Context: an optimization exercise on an open-source flow, tuned for small area, a short achievable clock period and few clock cycles per item. The choices shown serve that exercise and are no tape-out recipe. Function was checked by simulation only, so behaviour that the tests miss may differ from the original. Power is estimated from default activity; no workload was simulated.

==> flow/design.v, too long to show whole: its modules and the start of the top module <==
// module dot9: 3158 lines
// module fa: 11 lines
// module hai: 10 lines
// module ha: 10 lines
// module cnn_top: 349 lines
module cnn_top
(
    input  logic        clk,
    input  logic        reset,
    input  logic        load_req,
    input  logic [15:0] load_cmd,        
    output logic        load_ack,
    input  logic        run_req,
    output logic        run_ack,
    output logic [81:0] result           
);
  // ...
==> flow/flow/run.sh <==
#!/bin/bash
# The standard layout, with timing repair aiming at 6.8 ns of setup slack
# against the design's 10 ns clock (a 3.2 ns critical path) instead of 0.
set -euo pipefail
bash standard.sh SETUP_SLACK_MARGIN=6.8 finish > standard_flow.log 2>&1
==> flow/standard.sh <==
#!/bin/bash
# synth_recipe.tcl (not shown) runs the flow's synth.tcl, then flattens the netlist and writes it again
# the make line also repeats each setting of config.mk as NAME=value (left out here)
make -C /OpenROAD-flow-scripts/flow DESIGN_CONFIG=/design/flow/config.mk WORK_HOME=/design/flow/orfs CLKGATE_MAP_FILE= SYNTH_SCRIPT=/design/flow/synth_recipe.tcl "${@:-finish}"
==> flow/config.mk <==
export PLATFORM = sky130hd
export DESIGN_NAME = cnn_top
export DESIGN_NICKNAME = cnn_top
export VERILOG_FILES = /design/flow/design.v
export SDC_FILE = /design/flow/constraint.sdc
export NUM_CORES = 4
export LEC_CHECK = 0
export CAP_MARGIN = 20
export CORE_MARGIN = 2
export CORE_UTILIZATION = 50
export CTS_CLUSTER_DIAMETER = 60
export CTS_CLUSTER_SIZE = 24
export SLEW_MARGIN = 20
export SYNTH_HIERARCHICAL = 1
export SYNTH_MINIMUM_KEEP_SIZE = 0
==> flow/constraint.sdc <==
create_clock -name core_clock -period 10.0 [get_ports {clk}]
set_input_delay 2.0000 -clock core_clock [delete_from_list [all_inputs] [get_ports {clk}]]
set_output_delay 2.0000 -clock core_clock [all_outputs]
set_load 0.01 [all_outputs]
==> qor.yml, run 1 <==
finish:
  design_area_sq_um: 67700
  fillCellCount: 10232
  layout_common_cells: "dfxtp_1, nand2_1, fa_1"
  inv_count: 143
  utilization_pct: 55.6
  largest-register: "img"
yosys:
  synth_top_area_share_pct: 40.3
  yosys-top-cells-count: "dfxtp_1, nand2_1, fa_1"
  synthSimpleGateAreaFrac_pct: 9.69
  syn_inst: 4856
  synth.mux.area_fraction_pct: 8.97
  synth_area_per_cell_sq_um: 12.6
  synthDistinctLibCells: 83
power:
  p_comb_share_pct: 35.8
  switching_share_pct: 39.2
  p_clk_mw: 4.68
placement:
  dp_cells: 6377
die:
  die_h_um: 354
  die_area_sq_um: 126000
  taps: 1625
grt:
  use_met3_pct: 5.17
  grt_pass1_vias: 38194
  grtUsageMet2_pct: 43.4
worst_setup_path:
  cp_top_family: "adder cells"
  endpoint: "relu_q[3]"
  cp.arrival_ns: 3.95
outcome:
  outcome: "complete, no violations"
sta:
  worst_pin_slew_ns: 1.17
  post-route-period-util_pct: 33.4
clock_tree:
  cts_hold_buf: 0
  cts_buffer_depth: 3
  cts_sinks: 1469
drt:
  vias_per_cell: 5.71
hold_path:
  hp-class: "reg -> reg"
Testbench counts, summed over its fixed seeds: cycles 12,056, items 64.
==> module cnn_top, before the edit <==
module cnn_top
(
    input  logic        clk,
    input  logic        reset,
    input  logic        load_req,
    input  logic [15:0] load_cmd,        
    output logic        load_ack,
    input  logic        run_req,
    output logic        run_ack,
    output logic [81:0] result           
);
    logic [2:0] ph;
    always_ff @(posedge clk or negedge reset)
    begin
        if (!reset)
        begin
            ph <= '0;
        end
        else
        begin
            ph <= ph + 3'd1;
        end
    end
    logic       running;         
    logic       busy;
    assign busy = run_req || running || run_ack;
    logic        take;
    logic        wv;             
    logic        wv2;            
    logic        we_img;         
    logic        we_wts;         
    logic        we_flt;         
    assign take = load_req && !load_ack && !busy;
    always_ff @(posedge clk or negedge reset)
    begin
        if (!reset)
        begin
            load_ack <= 1'b0;
            wv       <= 1'b0;
            wv2      <= 1'b0;
        end
        else
        begin
            wv  <= take;
            wv2 <= wv;
            if (take)
            begin
                load_ack <= 1'b1;
            end
            else if (!load_req)
            begin
                load_ack <= 1'b0;
            end
        end
    end
    logic       w_isi;           
    logic       w_isf;           
    logic       w_isw;           
    logic [2:0] w_row;
    logic [2:0] w_col;
    logic [3:0] w_k;             
    logic [1:0] w_cls;           
    logic [7:0] w_data;
    logic [2:0] w_islot;         
    logic [1:0] w_wslot;         
    always_ff @(posedge clk)
    begin
        if (!load_ack)
        begin
            w_isi  <= load_cmd[15:14] == 2'd0;
            w_isf  <= load_cmd[15:14] == 2'd1 && load_cmd[13:8] < 6'(3*3);
            w_isw  <= load_cmd[15:14] == 2'd2 && load_cmd[13:8] < 6'(36);
            w_row  <= load_cmd[13:11];
            w_col  <= load_cmd[10:8];
            w_data <= load_cmd[7:0];
            w_k    <= load_cmd[11:8];
            w_cls  <= 2'd0;
            for (int q = 0; q < 4; q++)
            begin
                for (int k = 0; k < 9; k++)
                begin
                    if (load_cmd[13:8] == 6'(9*q + k))
                    begin
                        w_cls <= 2'(q);
                        w_k   <= 4'(k);
                    end
                end
            end
        end
    end
    assign w_islot = w_col - ph - 3'd1;
    assign w_wslot = w_cls - ph[1:0] - 2'd1;
    assign we_img = (wv || wv2) && w_islot[0] && w_isi;
    assign we_wts = (wv || wv2) && w_wslot[0] && w_isw;
    assign we_flt = wv && w_isf;
    logic [511:0] img;           
    always_ff @(posedge clk)
    begin
        for (int r = 0; r < 8; r++)
        begin
            for (int s = 0; s < 8; s++)
            begin
                if (s % 2 == 1 && we_img && w_row == 3'(r) && w_islot == 3'(s))
                begin
                    img[(8*r+s)*8 +: 8] <= w_data;
                end
                else
                begin
                    img[(8*r+s)*8 +: 8] <= img[(8*r+(s+1)%8)*8 +: 8];
                end
            end
        end
    end
    logic [71:0]  filt;          
    logic [287:0] wts;           
    always_ff @(posedge clk)
    begin
        for (int k = 0; k < 9; k++)
        begin
            if (we_flt && w_k == 4'(k))
            begin
                filt[k*8 +: 8] <= w_data;
            end
        end
        for (int s = 0; s < 4; s++)
        begin
            for (int k = 0; k < 9; k++)
            begin
                if (s % 2 == 1 && we_wts && w_wslot == 2'(s) && w_k == 4'(k))
                begin
                    wts[(9*s+k)*8 +: 8] <= w_data;
                end
                else
                begin
                    wts[(9*s+k)*8 +: 8] <= wts[(9*((s+1)%4)+k)*8 +: 8];
                end
            end
        end
    end
    localparam int DLAT = 4;
    logic       sweep;           
    logic [5:0] rsel;            
    logic [5:0] nwin;            
    logic       tail;            
    logic [3:0] tcnt;
    logic       dsel;            
    logic       issue;
    logic       start;
    logic       start_q;
    logic [2:0] phn;             
    logic [1:0] gi;
    logic [3:0] grp;
    assign phn   = ph + 3'd1;
    assign issue = sweep && !(phn[2] && phn[1]);     
    assign start = !running && !run_ack && run_req;
    always_comb
    begin
        gi = 2'd0;
        for (int i = 0; i < 6; i++)
        begin
            if (rsel[i])
            begin
                gi = 2'(i / 2);
            end
        end
        grp = 4'(gi) * 4'd3 + 4'(phn[2:1]);
    end
    always_ff @(posedge clk or negedge reset)
    begin
        if (!reset)
        begin
            running <= 1'b0;
            run_ack <= 1'b0;
            sweep   <= 1'b0;
            rsel    <= '0;
            nwin    <= '0;
            tail    <= 1'b0;
            tcnt    <= '0;
            dsel    <= 1'b0;
            start_q <= 1'b0;
        end
        else
        begin
            start_q <= start;
            if (start)
            begin
                running <= 1'b1;
                sweep   <= 1'b1;
                rsel    <= 6'b000001;
                nwin    <= '0;
            end
            if (sweep)
            begin
                if (phn == 3'd7)
                begin
                    rsel <= {rsel[4:0], rsel[5]};
                end
                if (issue)
                begin
                    nwin <= nwin + 6'd1;
                    if (nwin == 6'd35)
                    begin
                        sweep <= 1'b0;
                        rsel  <= '0;
                        tail  <= 1'b1;
                        tcnt  <= '0;
                    end
                end
            end
            if (tail)
            begin
                tcnt <= tcnt + 4'd1;
                dsel <= tcnt >= 4'(DLAT - 2) && tcnt <= 4'(DLAT + 1);
                if (tcnt == 4'(2*DLAT + 2))
                begin
                    tail    <= 1'b0;
                    running <= 1'b0;
                    run_ack <= 1'b1;
                end
            end
            if (run_ack && !run_req)
            begin
                run_ack <= 1'b0;
            end
        end
    end
    logic [71:0] feat;           
    logic [71:0] feat_d;         
    logic [71:0] opa;            
    logic [71:0] opb;            
    always_ff @(posedge clk)
    begin
        for (int r = 0; r < 3; r++)
        begin
            for (int c = 0; c < 3; c++)
            begin
                logic [7:0] x;
                x = dsel ? feat_d[(3*r+c)*8 +: 8] : 8'd0;
                for (int i = 0; i < 6; i++)
                begin
                    x = x | (rsel[i] ? img[(8*(i+r)+c+1)*8 +: 8] : 8'd0);
                end
                opa[(3*r+c)*8 +: 8] <= x;
                opb[(3*r+c)*8 +: 8] <= dsel ? wts[(9+3*r+c)*8 +: 8] : filt[(3*r+c)*8 +: 8];
            end
        end
    end
    logic signed [19:0] sum;
    dot9 u_dot9 (.clk(clk), .a(opa), .b(opb), .sum(sum));
    logic       cv [1:DLAT];     
    logic       dv [1:DLAT];     
    logic [3:0] g [1:DLAT];
    logic [1:0] q [1:DLAT];
    logic       f [1:DLAT];      
    always_ff @(posedge clk or negedge reset)
    begin
        if (!reset)
        begin
            for (int i = 1; i <= DLAT; i++)
            begin
                cv[i] <= 1'b0;
                dv[i] <= 1'b0;
            end
        end
        else
        begin
            cv[1] <= issue;
            dv[1] <= dsel;
            for (int i = 2; i <= DLAT; i++)
            begin
                cv[i] <= cv[i-1];
                dv[i] <= dv[i-1];
            end
        end
    end
    always_ff @(posedge clk)
    begin
        g[1] <= grp;
        q[1] <= phn[1:0];        
        f[1] <= dsel && !dv[1];
        for (int i = 2; i <= DLAT; i++)
        begin
            g[i] <= g[i-1];
            q[i] <= q[i-1];
            f[i] <= f[i-1];
        end
    end
    logic signed [19:0] sum_q;
    logic [7:0]  relu_q;
    always_ff @(posedge clk)
    begin
        sum_q <= sum;
        if (sum[19])
        begin
            relu_q <= 8'd0;
        end
        else if (|sum[18:8])
        begin
            relu_q <= 8'd255;
        end
        else
        begin
            relu_q <= sum[7:0];
        end
    end
    logic [8:0]  upd;
    always_comb
    begin
        for (int i = 0; i < 9; i++)
        begin
            upd[i] = cv[DLAT] && g[DLAT] == 4'(i) && relu_q > feat[i*8 +: 8];
            if (start_q)
            begin
                feat_d[i*8 +: 8] = 8'd0;
            end
            else if (upd[i])
            begin
                feat_d[i*8 +: 8] = relu_q;
            end
            else
            begin
                feat_d[i*8 +: 8] = feat[i*8 +: 8];
            end
        end
    end
    logic signed [19:0] scores [0:3];
    logic signed [19:0] best;
    logic [1:0]         win_class;
    always_ff @(posedge clk)
    begin
        feat <= feat_d;
        if (dv[DLAT])
        begin
            for (int c = 0; c < 4; c++)
            begin
                if (q[DLAT] == 2'(c))
                begin
                    scores[c] <= sum_q;
                end
            end
            if (f[DLAT] || sum_q > best || (sum_q == best && q[DLAT] < win_class))
            begin
                best      <= sum_q;
                win_class <= q[DLAT];
            end
        end
    end
    assign result = {win_class, scores[3], scores[2], scores[1], scores[0]};
endmodule
==> inputs of run 2 (changes only) <==
--- a/flow/design.v
+++ b/flow/design.v
@@ -3201,2 +3201,20 @@
 );
+    function automatic logic gt8(input logic [7:0] a, input logic [7:0] b);
+        logic r;
+        r = 1'b0;
+        for (int i = 0; i < 8; i++)
+        begin
+            r = (a[i] & ~b[i]) | (~(a[i] ^ b[i]) & r);
+        end
+        gt8 = r;
+    endfunction
+    function automatic logic gt22(input logic [21:0] a, input logic [21:0] b);
+        logic r;
+        r = 1'b0;
+        for (int i = 0; i < 22; i++)
+        begin
+            r = (a[i] & ~b[i]) | (~(a[i] ^ b[i]) & r);
+        end
+        gt22 = r;
+    endfunction
     logic [2:0] ph;
@@ -3500,3 +3518,3 @@
         begin
-            upd[i] = cv[DLAT] && g[DLAT] == 4'(i) && relu_q > feat[i*8 +: 8];
+            upd[i] = cv[DLAT] && g[DLAT] == 4'(i) && gt8(relu_q, feat[i*8 +: 8]);
             if (start_q)
@@ -3530,3 +3548,3 @@
             end
-            if (f[DLAT] || sum_q > best || (sum_q == best && q[DLAT] < win_class))
+            if (f[DLAT] || gt22({~sum_q[19], sum_q[18:0], ~q[DLAT]}, {~best[19], best[18:0], ~win_class}))
             begin
==> run 2 against run 1 <==
Routed wire length down 7.5%. Non-clock buffer count shrank 20. Setup slack worse by 0.042 ns. Still clean. Largest cell class unchanged. Area after synthesis down 3.6%.
==> qor.yml, run 2 <==
worst_setup_path:
  path_class: "reg -> reg"  # unchanged
  crit_start: "u_dot9.q2_148"  # was u_dot9.q2_149
  reg2reg_depth: 14  # unchanged
  endpoint: "relu_q[6]"  # was relu_q[3]
  r2r-start: "u_dot9.q2_148"  # was u_dot9.q2_149
  path_cells: "fa_1 > fa_1 > ha_4 > a21o_1 > a31oi_4 > a21bo_2 > a31oi_4 > o21ai_2 > xor2_1 > nor4_1 > nand2_1 > nor4_4 > buf_6 > a21oi_1"  # was fa_1 > fa_1 > ha_4 > a21o_1 > a31oi_4 > a21bo_2 > a31oi_4 > o21ai_2 > xor2_1 > nor4_2 > nand2_1 > nor4_4 > buf_6 > a21oi_1
  cp.arrival_ns: 3.98  # was 3.95 ns
  cp.required_ns: 10.59  # was 10.60 ns
  reg2reg_to: "relu_q[6]"  # was relu_q[3]
  cp_top_family: "adder cells"  # unchanged
  worstPathMaxFanout: 8  # unchanged
  cp.depth: 14  # unchanged
  worst-path-buf-inv: 1  # unchanged
  cp_slowest_stage_delay_ns: 0.55  # was 0.54 ns
  cp-end-kind: "flip-flop"  # unchanged
  reg2reg_slack_ns: 6.62  # was 6.66 ns
  slowest_stage: "fa_1"  # unchanged
  start_kind: "flip-flop"  # unchanged
clock_tree:
  insertion_delay_ns: 0.75  # was 0.73 ns
  cts_sinks: 1469  # unchanged
  cts_inserted_buffers: 104  # was 102
  cts_buffer_depth: 3  # unchanged
  clockRootBuffer: "clkbuf_16"  # unchanged
  cts_hold_buf: 0  # unchanged
  clkTransAtPathRegs_ns: 0.08  # was 0.09 ns
  cts_tree: "built"  # unchanged
  htreeDepth: 3  # unchanged
sta:
  post-route-period-util_pct: 33.8  # was 33.4%
  maxSlewViolCount: 0  # unchanged
  fin_setup_tns_ns: 0  # unchanged
  finalHoldViolCount: 0  # unchanged
  worst_pin_slew_ns: 1.11  # was 1.17 ns
  fin_skew_ns: 0.0579  # was 0.0491 ns
  finalCriticalPeriod_ns: 3.38  # was 3.34 ns
  rsz0062_at_grt: "yes"  # unchanged
  relSlewSlack_pct: 26.1  # was 21.9%
  whs_ns: 0.304  # was 0.297 ns
  setup_viol: 0  # unchanged
  fmax_ghz: 0.296  # was 0.299 GHz
drt:
  drt-total-wl_um: 159000  # was 172000 um
  wl_per_cell_um: 25.8  # was 26.1 um
  drtPass1Iterations: 7  # was 6
  ant_nets: 0  # unchanged
  vias_per_cell: 5.53  # was 5.71
  vias: 34141  # was 37642
  drt-initial-drc-count: 2805  # was 3367
  drc: 0  # unchanged
finish:
  largest-register: "img"  # unchanged
  layout_common_cells: "dfxtp_1, nand2_1, fa_1"  # unchanged
  final_common_cell: "dfxtp_1"  # unchanged
  largest_reg_flops: 512  # unchanged
  reg_top3: "img: 512 flops, wts: 288 flops, scores: 80 flops"  # unchanged
  finalNetCount: 5231  # was 5573
  drive_above_1_share_pct: 19.4  # was 18.3%
  area.growth.synth_to_final_pct: 10.9  # was 10.4%
yosys:
  synth_top_area_share_pct: 41.8  # was 40.3%
  yosys-top-cells-area: "dfxtp_1, fa_1, edfxtp_1"  # unchanged
  synthDistinctLibCells: 71  # was 83
  ys_ff_latch: 1469  # unchanged
  ys.flop_type: "dfxtp_1"  # unchanged
  yosysMostFrequentCell: "dfxtp_1"  # unchanged
  synth.largest_area_cell: "dfxtp_1"  # unchanged
  yosys-top-cells-count: "dfxtp_1, nand2_1, fa_1"  # unchanged
  synth_edf_count: 197  # unchanged
  synthArstFlopShare_pct: 2.45  # unchanged
  syn_area_sq_um: 59100  # was 61400 sq um
  ys_seq_area_share_pct: 53.4  # was 51.4%
  synth_area_per_cell_sq_um: 13.2  # was 12.6 sq um
  syn_inst: 4491  # was 4856
  yosysWarningCount: 14  # unchanged
hold_path:
  hp-class: "reg -> reg"  # unchanged
die:
  die_h_um: 348  # was 354 um
  pin_count: 104  # unchanged
  core-area_sq_um: 118000  # was 122000 sq um
  rows: 126  # was 128
  die_w_um: 348  # was 354 um
  die_area_sq_um: 121000  # was 126000 sq um
  start_util_pct: 50.2  # was 50.4%
grt:
  grt_max_degree: 76  # unchanged
  grt_pass1_wl_um: 235000  # was 254000 um
  grt_pass1_vias: 35231  # was 38194
  grt_usage_pct: 26.5  # was 27.4%
  grt-ovfl-total: 0  # unchanged
  antenna_found_initial: 6  # was 13
outcome:
  outcome: "complete, no violations"  # unchanged
placement:
  place_congestion: 0.931  # was 0.974
  hpwlAfterDp_um: 118000  # was 128000 um
  io_buffers: 103  # unchanged
run:
  maxCapViolCount: 0  # unchanged
power:
  cellPowerDensity_nw_per_um2: 300  # was 291 nW/um^2
  vdd_ir_drop_max_mv: 0.258  # was 0.272 mV
  leakagePower_nw: 24.2  # was 24.4 nW
==> run 2: kinds of logic (layout without fill, tap and decap cells) <==
group | after synthesis | after routing | share of synthesized area [%]
other | 1 | 8 | 0.00634
muxes | 547 | 547 | 10.3
xor gates and xnor gates | 23 | 23 | 0.353
DFF | 1469 | 1469 | 53.4
and+or+nand+nor | 979 | 979 | 7.29
adders and majority gates | 667 | 667 | 21.1
buffers and inverters | 347 | 488 | 2.21
AOI/OAI and AO/OA | 458 | 458 | 5.42
==> run 2: how the worst min path moves through the flow <==
stage | cells after the start | to | from
after CTS | 0 | wts[155] | wts[227]
after global routing | 0 | q[4][1] | q[3][1]
after global placement | 0 | wts[144] | wts[216]
after detailed placement | 0 | f[2] | f[1]
final | 0 | wts[155] | wts[227]
after floorplan | 0 | f[2] | f[1]
==> run 2: area by class of cell <==
class,instances,area (sq um)
sequential,1469,31600
fill,9817,52200
clock buffer,119,2820
multi-input combinational,2679,26600
timing repair buffer,144,1020
inverter,146,548
clock inverter,79,1120
tap,1536,1920
antenna,3,7.51
==> run 2: Yosys stat by module (local to each module, per instance) <==
module | flip-flops and latches | copies in the design | cell area, sq um
fa | 0 | 548 | 20.0
dot9 | 164 | 1 | 6570
cnn_top | 1305 | 1 | 41400
hai | 0 | 6 | 27.5
==> run 2: timing repair <==
action,in CTS,in global routing
setup endpoints to repair,248,332
setup buffers,12,7
pin swaps,12,7
resized for setup,363,41
gates cloned,0,0
==> run 2: through the flow <==
step	worst slack (ns)	area (sq um)	total power, mW	utilization [%]	std cells
final	6.62	65600	19.7	55.7	6175
after floorplan	6.60	59200	12.0	-	4495
after global routing	6.50	65600	20.8	55.7	6172
after CTS	6.62	65300	19.7	55.5	6165
after global placement	5.93	61600	14.8	52.3	5955
after detailed placement	5.95	61600	14.9	52.3	5955
==> run 2: per-layer routing <==
layer	GRT usage, %	vias up	share of wire [%]
li1	-	15267	-
met1	36.7	17323	43
met2	41.5	1301	45
met3	6.14	248	7.9
met4	8.30	2	3.2
met5	0	-	0.0082
==> run 2: report_power, final <==
group	switching, mW	internal [mW]	total [mW]	leakage [nW]
registers	1.22	7.00	8.22	12.3
logic	3.96	2.78	6.74	9.94
clock network	2.43	2.29	4.71	1.89
Testbench counts of run 2, summed over its fixed seeds: cycles 12,056, items 64.

-- port drivers added, routing unchanged --
How much do the figures lean on ideal ports? The routed layouts below were timed once more, with nothing changed but the port constraints. Step 1 sets driving cells, clkbuf_16 on the clock port and buf_2 on the other inputs (assumed; they add their load-dependent delay and slew). Step 2, shift: input delay + t, output delay - t, t = (earliest + latest rising clock arrival at the registers) / 2. This alone moves slack from input paths to output paths. a / b / c = no drivers / after step 1 / after step 2; a / b = the first two.
run | shift t [ns] | setup slack, ns | worst setup path after step 2 | slew at the worst register clock pin (ns) | worst slew at a driven data input, ns
run 1 | 0.785 | 6.658 / 6.598 / 6.237 | input to register | 0.09 / 0.09 | 0.05
run 2 | 0.798 | 6.616 / 6.616 / 6.129 | input to register | 0.09 / 0.09 | 0.04
After both steps every run listed still meets setup and hold. For run 2, which loses most, drivers alone change the setup slack by 0.000 ns; drivers and shift together by -0.487 ns.
